This is an optimization exercise on Yosys and OpenROAD, whose aim is small area, not a production implementation. The RTL was checked by simulation tests, not by an equivalence proof against the original design. No activity file was given, so power comes from the tool's default toggle rates.

[flow/design.v]
`default_nettype none
package corr_pkg;
  localparam int N_ANT     = 4;
  localparam int N_BASE    = 6;   
  localparam int ANT_BITS  = 2;
  localparam int BASE_BITS = 3;
  localparam int ACCUM     = 32;
  localparam int WORD_BITS = 2 * ACCUM;   
  localparam logic [N_BASE*ANT_BITS-1:0] BASE_A = {
    2'd2, 2'd1, 2'd1, 2'd0, 2'd0, 2'd0
  };
  localparam logic [N_BASE*ANT_BITS-1:0] BASE_B = {
    2'd3, 2'd3, 2'd2, 2'd3, 2'd2, 2'd1
  };
  typedef enum logic {
    FILL,
    REPLAY
  } buf_state_e;
endpackage
`default_nettype wire
`timescale 1ns/1ps
`default_nettype none
module sample_buffer #(
  parameter int COUNT = 8
) (
  input  logic                       vis_clock,
  input  logic                       vis_reset,
  input  logic                       sig_valid_i,
  input  logic [corr_pkg::N_ANT-1:0] sig_idata_i,
  input  logic [corr_pkg::N_ANT-1:0] sig_qdata_i,
  output logic                       start_o,
  output logic                       frame_o,
  output logic                           feed_valid_o,
  output logic                           feed_first_o,   
  output logic                           feed_last_o,    
  output logic [corr_pkg::BASE_BITS-1:0] feed_baseline_o,
  output logic                           feed_a_i_o,
  output logic                           feed_a_q_o,
  output logic                           feed_b_i_o,
  output logic                           feed_b_q_o
);
  localparam int ADDR_W = (COUNT > 1) ? $clog2(COUNT) : 1;
  logic [corr_pkg::N_ANT-1:0] mem_i [2][COUNT];
  logic [corr_pkg::N_ANT-1:0] mem_q [2][COUNT];
  corr_pkg::buf_state_e           state;
  logic                           wr_bank;
  logic [ADDR_W-1:0]              wr_addr;
  logic                           rd_bank;
  logic [ADDR_W-1:0]              rd_addr;
  logic [corr_pkg::BASE_BITS-1:0] rd_base;
  logic                           block_done;
  logic                           pass_end;
  logic [corr_pkg::N_ANT-1:0]     rd_i;
  logic [corr_pkg::N_ANT-1:0]     rd_q;
  logic [corr_pkg::ANT_BITS-1:0]  ant_a;
  logic [corr_pkg::ANT_BITS-1:0]  ant_b;
  assign block_done = sig_valid_i && (wr_addr == ADDR_W'(COUNT - 1));
  assign pass_end   = (rd_addr == ADDR_W'(COUNT - 1));
  always_ff @(posedge vis_clock) begin
    if (sig_valid_i) begin
      mem_i[wr_bank][wr_addr] <= sig_idata_i;
      mem_q[wr_bank][wr_addr] <= sig_qdata_i;
    end
  end
  always_ff @(posedge vis_clock) begin
    if (vis_reset) begin
      state   <= corr_pkg::FILL;
      wr_bank <= 1'b0;
      wr_addr <= '0;
      rd_bank <= 1'b0;
      rd_addr <= '0;
      rd_base <= '0;
    end else begin
      if (sig_valid_i) begin
        wr_addr <= block_done ? '0 : wr_addr + 1'b1;
      end
      if (state == corr_pkg::REPLAY) begin
        if (pass_end) begin
          rd_addr <= '0;
          rd_base <= rd_base + 1'b1;   
          if (rd_base == corr_pkg::BASE_BITS'(corr_pkg::N_BASE - 1)) begin
            state <= corr_pkg::FILL;
          end
        end else begin
          rd_addr <= rd_addr + 1'b1;
        end
      end
      if (block_done) begin
        wr_bank <= ~wr_bank;
        rd_bank <= wr_bank;
        rd_addr <= '0;
        rd_base <= '0;
        state   <= corr_pkg::REPLAY;
      end
    end
  end
  always_ff @(posedge vis_clock) begin
    if (vis_reset) begin
      start_o <= 1'b0;
      frame_o <= 1'b0;
    end else begin
      start_o <= block_done && !frame_o;
      if (block_done) begin
        frame_o <= 1'b1;
      end
    end
  end
  assign rd_i  = mem_i[rd_bank][rd_addr];
  assign rd_q  = mem_q[rd_bank][rd_addr];
  assign ant_a = corr_pkg::BASE_A[rd_base*corr_pkg::ANT_BITS +: corr_pkg::ANT_BITS];
  assign ant_b = corr_pkg::BASE_B[rd_base*corr_pkg::ANT_BITS +: corr_pkg::ANT_BITS];
  assign feed_valid_o    = (state == corr_pkg::REPLAY);
  assign feed_first_o    = (rd_addr == '0);
  assign feed_last_o     = pass_end;
  assign feed_baseline_o = rd_base;
  assign feed_a_i_o      = rd_i[ant_a];
  assign feed_a_q_o      = rd_q[ant_a];
  assign feed_b_i_o      = rd_i[ant_b];
  assign feed_b_q_o      = rd_q[ant_b];
endmodule
`default_nettype wire
`timescale 1ns/1ps
`default_nettype none
module baseline_correlator #(
  parameter int COUNT      = 8,
  parameter int ACC_BLOCKS = 4
) (
  input  logic         vis_clock,
  input  logic                           vis_reset,
  input  logic                           feed_valid,
  input  logic                           feed_first,
  input  logic                           feed_last,
  input  logic [corr_pkg::BASE_BITS-1:0] feed_baseline,
  input  logic                           feed_a_i,
  input  logic                           feed_a_q,
  input  logic                           feed_b_i,
  input  logic                           feed_b_q,
  output logic                           vis_valid,
  output logic [corr_pkg::BASE_BITS-1:0] vis_baseline,
  output logic                           vis_block_first,   
  output logic                           vis_block_last,    
  output logic signed [$clog2(COUNT)+2:0] vis_re,
  output logic signed [$clog2(COUNT)+2:0] vis_im
);
  localparam int PSUM_W = $clog2(COUNT) + 3;   
  localparam int BLK_W  = (ACC_BLOCKS > 1) ? $clog2(ACC_BLOCKS) : 1;
  logic signed [1:0]        p_ii;
  logic signed [1:0]        p_qq;
  logic signed [1:0]        p_qi;
  logic signed [1:0]        p_iq;
  logic signed [PSUM_W-1:0] c_re;
  logic signed [PSUM_W-1:0] c_im;
  logic signed [PSUM_W-1:0] sum_re;
  logic signed [PSUM_W-1:0] sum_im;
  logic signed [PSUM_W-1:0] nxt_re;
  logic signed [PSUM_W-1:0] nxt_im;
  logic [BLK_W-1:0]         blk_cnt;
  logic                     emit;
  function automatic logic signed [1:0] sign_mul(input logic x, input logic y);
    sign_mul = (x == y) ? 2'sb01 : 2'sb11;
  endfunction
  assign p_ii = sign_mul(feed_a_i, feed_b_i);
  assign p_qq = sign_mul(feed_a_q, feed_b_q);
  assign p_qi = sign_mul(feed_a_q, feed_b_i);
  assign p_iq = sign_mul(feed_a_i, feed_b_q);
  assign c_re = p_ii + p_qq;
  assign c_im = p_qi - p_iq;
  assign nxt_re = feed_first ? c_re : sum_re + c_re;   
  assign nxt_im = feed_first ? c_im : sum_im + c_im;
  assign emit   = feed_valid && feed_last;
  always_ff @(posedge vis_clock) begin
    if (feed_valid) begin
      sum_re <= nxt_re;
      sum_im <= nxt_im;
    end
  end
  always_ff @(posedge vis_clock) begin
    if (vis_reset) begin
      vis_valid <= 1'b0;
      blk_cnt   <= '0;
    end else begin
      vis_valid <= emit;
      if (emit && feed_baseline == corr_pkg::BASE_BITS'(corr_pkg::N_BASE - 1)) begin
        blk_cnt <= (blk_cnt == BLK_W'(ACC_BLOCKS - 1)) ? '0 : blk_cnt + 1'b1;
      end
    end
  end
  always_ff @(posedge vis_clock) begin
    if (emit) begin
      vis_re          <= nxt_re;
      vis_im          <= nxt_im;
      vis_baseline    <= feed_baseline;
      vis_block_first <= (blk_cnt == '0);
      vis_block_last  <= (blk_cnt == BLK_W'(ACC_BLOCKS - 1));
    end
  end
endmodule
`default_nettype wire
`timescale 1ns/1ps
`default_nettype none
module vis_accumulator #(
  parameter int COUNT = 8
) (
  input  logic                           vis_clock,
  input  logic                           vis_reset,
  input  logic                           vis_valid,
  input  logic [corr_pkg::BASE_BITS-1:0] vis_baseline,
  input  logic                           vis_block_first,
  input  logic                           vis_block_last,
  input  logic signed [$clog2(COUNT)+2:0] vis_re,
  input  logic signed [$clog2(COUNT)+2:0] vis_im,
  output logic                           wr_o,
  output logic [corr_pkg::WORD_BITS-1:0] word_o,
  output logic                           last_o
);
  localparam int PSUM_W = $clog2(COUNT) + 3;
  localparam int EXT_W  = corr_pkg::ACCUM - PSUM_W;
  logic signed [corr_pkg::ACCUM-1:0] acc_re [corr_pkg::N_BASE];
  logic signed [corr_pkg::ACCUM-1:0] acc_im [corr_pkg::N_BASE];
  logic signed [corr_pkg::ACCUM-1:0] ext_re;
  logic signed [corr_pkg::ACCUM-1:0] ext_im;
  logic signed [corr_pkg::ACCUM-1:0] nxt_re;
  logic signed [corr_pkg::ACCUM-1:0] nxt_im;
  logic                              done;
  assign ext_re = {{EXT_W{vis_re[PSUM_W-1]}}, vis_re};
  assign ext_im = {{EXT_W{vis_im[PSUM_W-1]}}, vis_im};
  assign nxt_re = vis_block_first ? ext_re : acc_re[vis_baseline] + ext_re;
  assign nxt_im = vis_block_first ? ext_im : acc_im[vis_baseline] + ext_im;
  assign done   = vis_valid && vis_block_last;
  always_ff @(posedge vis_clock) begin
    if (vis_valid) begin
      acc_re[vis_baseline] <= nxt_re;
      acc_im[vis_baseline] <= nxt_im;
    end
  end
  always_ff @(posedge vis_clock) begin
    if (vis_reset) begin
      wr_o <= 1'b0;
    end else begin
      wr_o <= done;
    end
  end
  always_ff @(posedge vis_clock) begin
    if (done) begin
      word_o <= {nxt_re, nxt_im};   
      last_o <= (vis_baseline == corr_pkg::BASE_BITS'(corr_pkg::N_BASE - 1));
    end
  end
endmodule
`default_nettype wire
`timescale 1ns/1ps
`default_nettype none
module vis_fifo #(
  parameter int FIFO_DEPTH = 8
) (
  input  logic                           vis_clock,
  input  logic                           vis_reset,
  input  logic                           wr_i,
  input  logic [corr_pkg::WORD_BITS-1:0] word_i,
  input  logic                           last_i,
  input  logic                           ready_i,
  output logic                           valid_o,
  output logic [corr_pkg::WORD_BITS-1:0] word_o,
  output logic                           last_o,
  output logic                           overflow_o
);
  localparam int PTR_W = (FIFO_DEPTH > 1) ? $clog2(FIFO_DEPTH) : 1;
  localparam int CNT_W = $clog2(FIFO_DEPTH + 1);
  logic [corr_pkg::WORD_BITS-1:0] mem_word [FIFO_DEPTH];
  logic                           mem_last [FIFO_DEPTH];
  logic [PTR_W-1:0] wr_ptr;
  logic [PTR_W-1:0] rd_ptr;
  logic [CNT_W-1:0] count;
  logic             full;
  logic             push;
  logic             pop;
  function automatic logic [PTR_W-1:0] ptr_next(input logic [PTR_W-1:0] p);
    ptr_next = (p == PTR_W'(FIFO_DEPTH - 1)) ? '0 : p + 1'b1;
  endfunction
  assign full    = (count == CNT_W'(FIFO_DEPTH));
  assign push    = wr_i && !full;   
  assign pop     = valid_o && ready_i;
  assign valid_o = (count != '0);
  assign word_o  = mem_word[rd_ptr];
  assign last_o  = mem_last[rd_ptr];
  always_ff @(posedge vis_clock) begin
    if (push) begin
      mem_word[wr_ptr] <= word_i;
      mem_last[wr_ptr] <= last_i;
    end
  end
  always_ff @(posedge vis_clock) begin
    if (vis_reset) begin
      wr_ptr     <= '0;
      rd_ptr     <= '0;
      count      <= '0;
      overflow_o <= 1'b0;
    end else begin
      if (push) begin
        wr_ptr <= ptr_next(wr_ptr);
      end
      if (pop) begin
        rd_ptr <= ptr_next(rd_ptr);
      end
      count <= count + CNT_W'(push) - CNT_W'(pop);
      if (wr_i && full) begin
        overflow_o <= 1'b1;   
      end
    end
  end
endmodule
`default_nettype wire
`timescale 1ns/1ps
`default_nettype none
module byte_serializer (
  input  logic                           vis_clock,
  input  logic                           vis_reset,
  input  logic                           valid_i,
  input  logic [corr_pkg::WORD_BITS-1:0] word_i,
  input  logic                           last_i,
  input  logic                           m_tready_i,
  output logic                           ready_o,
  output logic                           m_tvalid_o,
  output logic [7:0]                     m_tdata_o,
  output logic                           m_tlast_o
);
  localparam int N_BYTES = corr_pkg::WORD_BITS / 8;
  localparam int IDX_W   = $clog2(N_BYTES);
  logic                           busy;
  logic [IDX_W-1:0]               byte_idx;
  logic [corr_pkg::WORD_BITS-1:0] shreg;
  logic                           word_last;
  logic                           final_byte;
  logic                           fire;
  assign ready_o    = !busy;   
  assign fire       = busy && m_tready_i;
  assign final_byte = (byte_idx == IDX_W'(N_BYTES - 1));
  assign m_tvalid_o = busy;
  assign m_tdata_o  = shreg[7:0];   
  assign m_tlast_o  = busy && word_last && final_byte;
  always_ff @(posedge vis_clock) begin
    if (vis_reset) begin
      busy     <= 1'b0;
      byte_idx <= '0;
    end else begin
      if (valid_i && ready_o) begin
        busy     <= 1'b1;
        byte_idx <= '0;
      end else if (fire) begin
        byte_idx <= byte_idx + 1'b1;
        if (final_byte) begin
          busy <= 1'b0;
        end
      end
    end
  end
  always_ff @(posedge vis_clock) begin
    if (valid_i && ready_o) begin
      shreg     <= word_i;
      word_last <= last_i;
    end else if (fire) begin
      shreg <= shreg >> 8;
    end
  end
endmodule
`default_nettype wire
`timescale 1ns/1ps
`default_nettype none
module toy_correlator #(
  parameter int COUNT      = 8,   
  parameter int ACC_BLOCKS = 4,   
  parameter int FIFO_DEPTH = 8
) (
  input  logic                       vis_clock,
  input  logic                       vis_reset,
  input  logic                       sig_valid_i,
  input  logic [corr_pkg::N_ANT-1:0] sig_idata_i,
  input  logic [corr_pkg::N_ANT-1:0] sig_qdata_i,
  input  logic                       m_tready_i,
  output logic                       vis_start_o,
  output logic                       vis_frame_o,
  output logic                       m_tvalid_o,
  output logic [7:0]                 m_tdata_o,
  output logic                       m_tlast_o,
  output logic                       vis_overflow_o
);
  localparam int PSUM_W = $clog2(COUNT) + 3;
  logic                           acc_wr;
  logic [corr_pkg::WORD_BITS-1:0] acc_word;
  logic                           acc_last;
  logic                           q_valid;
  logic                           q_ready;
  logic [corr_pkg::WORD_BITS-1:0] q_word;
  logic                           q_last;
  logic                           feed_valid;
  logic                           feed_first;
  logic                           feed_last;
  logic [corr_pkg::BASE_BITS-1:0] feed_baseline;
  logic                           feed_a_i;
  logic                           feed_a_q;
  logic                           feed_b_i;
  logic                           feed_b_q;
  logic                           vis_valid;
  logic [corr_pkg::BASE_BITS-1:0] vis_baseline;
  logic                           vis_block_first;
  logic                           vis_block_last;
  logic signed [PSUM_W-1:0]       vis_re;
  logic signed [PSUM_W-1:0]       vis_im;
  sample_buffer #(.COUNT(COUNT)) u_buffer (
    .vis_clock   (vis_clock),
    .vis_reset   (vis_reset),
    .sig_valid_i (sig_valid_i),
    .sig_idata_i (sig_idata_i),
    .sig_qdata_i (sig_qdata_i),
    .start_o     (vis_start_o),
    .frame_o     (vis_frame_o),
    .feed_valid_o    (feed_valid),
    .feed_first_o    (feed_first),
    .feed_last_o     (feed_last),
    .feed_baseline_o (feed_baseline),
    .feed_a_i_o      (feed_a_i),
    .feed_a_q_o      (feed_a_q),
    .feed_b_i_o      (feed_b_i),
    .feed_b_q_o      (feed_b_q)
  );
  baseline_correlator #(
    .COUNT      (COUNT),
    .ACC_BLOCKS (ACC_BLOCKS)
  ) u_correlator (
    .vis_clock (vis_clock),
    .vis_reset (vis_reset),
    .feed_valid (feed_valid),
    .feed_first (feed_first),
    .feed_last (feed_last),
    .feed_baseline (feed_baseline),
    .feed_a_i (feed_a_i),
    .feed_a_q (feed_a_q),
    .feed_b_i (feed_b_i),
    .feed_b_q (feed_b_q),
    .vis_valid (vis_valid),
    .vis_baseline (vis_baseline),
    .vis_block_first (vis_block_first),
    .vis_block_last (vis_block_last),
    .vis_re (vis_re),
    .vis_im (vis_im)
  );
  vis_accumulator #(.COUNT(COUNT)) u_accum (
    .vis_clock (vis_clock),
    .vis_reset (vis_reset),
    .vis_valid (vis_valid),
    .vis_baseline (vis_baseline),
    .vis_block_first (vis_block_first),
    .vis_block_last (vis_block_last),
    .vis_re (vis_re),
    .vis_im (vis_im),
    .wr_o      (acc_wr),
    .word_o    (acc_word),
    .last_o    (acc_last)
  );
  vis_fifo #(.FIFO_DEPTH(FIFO_DEPTH)) u_fifo (
    .vis_clock  (vis_clock),
    .vis_reset  (vis_reset),
    .wr_i       (acc_wr),
    .word_i     (acc_word),
    .last_i     (acc_last),
    .ready_i    (q_ready),
    .valid_o    (q_valid),
    .word_o     (q_word),
    .last_o     (q_last),
    .overflow_o (vis_overflow_o)
  );
  byte_serializer u_serializer (
    .vis_clock  (vis_clock),
    .vis_reset  (vis_reset),
    .valid_i    (q_valid),
    .word_i     (q_word),
    .last_i     (q_last),
    .m_tready_i (m_tready_i),
    .ready_o    (q_ready),
    .m_tvalid_o (m_tvalid_o),
    .m_tdata_o  (m_tdata_o),
    .m_tlast_o  (m_tlast_o)
  );
endmodule
`default_nettype wire
[flow/run.sh]
#!/bin/bash
# synth_recipe.tcl (not shown) runs the flow's synth.tcl, then flattens the netlist and writes it again
# the make line also repeats each setting of config.mk as NAME=value (left out here)
make -C /OpenROAD-flow-scripts/flow DESIGN_CONFIG=/design/flow/config.mk WORK_HOME=/design/flow/orfs CLKGATE_MAP_FILE= SYNTH_SCRIPT=/design/flow/synth_recipe.tcl finish
[flow/config.mk]
export PLATFORM = sky130hd
export DESIGN_NAME = toy_correlator
export DESIGN_NICKNAME = toy_correlator
export VERILOG_FILES = /design/flow/design.v
export SDC_FILE = /design/flow/constraint.sdc
export NUM_CORES = 4
export LEC_CHECK = 0
export CAP_MARGIN = 20
export CORE_MARGIN = 2
export CORE_UTILIZATION = 40
export SLEW_MARGIN = 20
[flow/constraint.sdc]
create_clock -name core_clock -period 6.0 [get_ports {vis_clock}]
set_input_delay 1.2000 -clock core_clock [delete_from_list [all_inputs] [get_ports {vis_clock}]]
set_output_delay 1.2000 -clock core_clock [all_outputs]
set_load 0.01 [all_outputs]
==> results.cfg <==
[placement]
hpwl_mm = 59.71
pre_cts_slack_ns = 1.289
numPortBuffers = 24
place.gp.congestion = 0.8482

[timing]
rsz0062_at_grt = false
min_period_over_period_pct = 78.48
fin_skew_ns = 0.03671
tns_ns = 0
setup_viol = 0
slew_viol_final = 0
finalHoldViolations = 0
worst_pin_slew_ns = 1.236
setup_slack_ns = 1.291
fmax_ghz = 0.2124
period_needed_ns = 4.709
max_slew_margin_pct = 16.74

[yosys]
synth.yosys.seq_area_share_pct = 73.16
async_flop_share_pct = 0
synth_fp_nets = 2847
synth_edf_count = 1191
synthCells = 2730
ys.flop_type = edfxtp_1
avgSynthCellArea_um2 = 18.30
synth_warnings = 5
ys_ff_latch = 1230
synth_area_um2 = 49950
ys_types = 61

[cells_and_area]
nets = 2919
drive_gt1_share_pct = 16.95
seq_area_um2 = 36570
syn_to_final_growth_pct = 12.93
fill_cells = 10312
multi_input_comb_area_um2 = 12860

[routing]
routedWlPerCell_um = 22.66
drc_errors = 0
wl_mm = 103.0
first_iter_violations = 1987
firstDrtPassIters = 5
vias_per_cell = 5.402
vias = 24558
antenna_left = 0

[critical_path]
required_ns = 6.37
end_kind = flip-flop
critPathArrivalTime_ns = 5.08
critical_path_class = flip-flop to flip-flop
startpoint_type = flip-flop
path_max_fanout = 33

[clock_network]
cts_root_buf = clkbuf_16
htree_levels = 3
post_cts_buffers = 0
cts_buffers = 121
cts_tree = done
path_clk_slew_ns = 0.06
cts_hold_buf = 0
cts_resized = 0
clk_latency_ns = 0.72
cts_buffer_depth = 3
cts.sinks = 1230

[hold_path]
hold_start = u_buffer.frame_o$_SDFFE_PP0P_
hold_class = flip-flop to flip-flop

[grt]
met1_usage_pct = 22.13
met3_usage_pct = 2.041
gr-total-overflow = 0
grt_busiest_layer = met2
track_usage_pct = 16.29
grt_pass1_wl_mm = 158.5
grt_pass1_vias = 26019
met2_usage_pct = 27.79
grt_max_degree = 85
antenna_found_initial = 2

[floorplan]
rows = 129
core_area_um2 = 123800
die_h_um = 357.4
die_w_um = 357.4
boundaryPins = 25
start_util_pct = 40.35
die_area_um2 = 127700

[power_and_ir_drop]
powerDensity_nw_per_um2 = 353.5
p_leak_nw = 18.09
ir_drop_mv = 0.2509

[job]
cap_violations = 0

[status]
status = timing/DRC/antenna clean
[where the power goes]
part           total [mW]  switching (mW)  internal (mW)
Combinational        2.26            1.21           1.05
Clock                7.70            3.22           4.48
Sequential           9.99           0.225           9.76
[area by class of cell]
| cell class | count | area share [%] |
|---|---|---|
| inverter | 31 | 0.2107 |
| clock buffer | 148 | 5.583 |
| tap | 1637 | 3.631 |
| timing repair buffer | 77 | 1.264 |
| multi-input combinational | 1341 | 22.80 |
| antenna | 1 | 0.004436 |
| clock inverter | 81 | 1.688 |
| sequential | 1230 | 64.82 |
[through the flow]
step | area (µm²) | hold WS (ns) | instances | power (mW) | util, %
finish | 56410 | 0.4702 | 4546 | 19.94 | 45.57
global route | 56410 | 0.4941 | 4545 | 20.69 | 45.57
CTS | 56400 | 0.4798 | 4545 | 20.18 | 45.56
detailed placement | 52300 | 0.4669 | 4316 | 12.49 | 42.25
global placement | 52300 | 0.4506 | 4316 | 12.45 | 42.25
floorplan | 49960 | 0.4064 | 2730 | 11.85 | -
[sequential cells by signal, summed over array words and instances (netlist names), 8 cells and up, named ones only]
name and cells:
u_buffer.mem_q 64, u_accum.acc_re 192, u_accum.acc_im 192, u_buffer.mem_i 64, u_serializer.shreg 64, u_fifo.mem_word 512, u_accum.word_o 64, u_fifo.mem_last 8
[kinds of logic (layout without fill, tap and decap cells)]
group	after synthesis	after routing	synth area share [%]
xor+xnor	77	77	1.350
mux	379	379	13.59
flops	1230	1230	73.16
fa+ha+maj	105	105	2.705
buf+inv	159	337	1.340
other cells	0	1	0
simple gates	380	380	3.259
compound gates	400	400	4.594
[critical path, stage by stage, from the launching register on]
cell and delay, ns:
dfxtp_4 0.71, buf_12 0.34, buf_4 0.40, mux4_2 0.54, nor2_1 0.10, a21oi_1 0.06
ha_1 0.42, o21a_1 0.16, o31ai_1 0.11, a21oi_1 0.29, nand3_1 0.12, o21a_1 0.20
xor2_1 0.14, o21ai_0 0.70
[synthesized netlist by cell type (6+ instances only)]
| cell type | number | share of area (%) |
|---|---|---|
| mux4_2 | 227 | 10 |
| a31oi_1 | 11 | 0.14 |
| nand3_1 | 17 | 0.17 |
| edfxtp_1 | 1191 | 72 |
| mux2i_1 | 136 | 2.7 |
| mux2_2 | 7 | 0.16 |
| buf_4 | 8 | 0.12 |
| clkbuf_1 | 85 | 0.64 |
| xnor2_1 | 41 | 0.72 |
| dfxtp_1 | 39 | 1.6 |
| nor2b_1 | 8 | 0.10 |
| nand2b_1 | 14 | 0.18 |
| a211oi_1 | 9 | 0.14 |
| a21oi_1 | 198 | 2.0 |
| o21ai_1 | 37 | 0.37 |
| xor2_1 | 36 | 0.63 |
| o211ai_1 | 6 | 0.090 |
| nand2_1 | 88 | 0.66 |
| nor3_1 | 26 | 0.26 |
| ha_1 | 100 | 2.5 |
| o21ai_0 | 54 | 0.54 |
| o21bai_1 | 9 | 0.14 |
| nor2_1 | 196 | 1.5 |
| a21o_1 | 35 | 0.53 |
| mux4_1 | 9 | 0.47 |
| buf_1 | 28 | 0.21 |
| nand4_1 | 9 | 0.11 |
| inv_1 | 29 | 0.22 |
| o21a_1 | 12 | 0.18 |
[routing by layer]
| metal | vias to the layer above | routed length [µm] |
|---|---|---|
| li1 | 11080 | - |
| met4 | 0 | 2088 |
| met1 | 12815 | 45720 |
| met5 | - | 0 |
| met3 | 147 | 4014 |
| met2 | 516 | 51200 |
[layout by cell type (no fill, tap or decap), types with 18 or more instances in the layout]
cell type,count
mux4_2,227
dfxtp_1,32
a21o_1,35
clkinv_1,31
clkbuf_1,25
xnor2_1,41
a21oi_1,197
inv_1,29
buf_4,47
ha_1,100
nand2_1,88
nor2_1,190
clkbuf_16,121
nor3_1,18
edfxtp_1,1191
clkdlybuf4s50_1,24
mux2i_1,136
xor2_1,36
o21ai_0,51
o21ai_1,40
[path summary, 6_finish.rpt]
path,slack (ns),cells after the start,endpoint
setup / recovery,1.29,13,u_accum.acc_im[3][16]$_DFFE_PP_
hold / removal,0.47,1,u_buffer.start_o$_SDFF_PP0_
setup reg to reg,1.29,13,u_accum.acc_im[3][16]$_DFFE_PP_
hold reg to reg,0.47,1,u_buffer.start_o$_SDFF_PP0_

[re-timing with driven ports]
The flow's constraints put no driver on any port. The routed layout listed below was extracted and timed again, unchanged, in two steps.
Step 1: set_driving_cell puts a clkbuf_16 on vis_clock and a buf_2 on each other input, an assumption about the parent block.
Step 2 adds t to the input delays and takes it off the output delays; t is the mean of the earliest and latest rising clock arrival at the registers after step 1. Input paths then give back, and output paths get back, about the clock's delay inside the block.
Slacks: no drivers / after step 1 / after step 2; pairs: no drivers / after step 1.
shift t [ns]: 0.772
setup slack, ns: 1.291 / 1.291 / 1.291
worst setup path at the end: register to register
slew at the worst register clock pin (ns): 0.07 / 0.07
cell pins on the clock port's net: 1
After both steps setup and hold are still met in this run. The setup slack of this run moves by 0.000 ns with the drivers and by 0.000 ns with both steps.
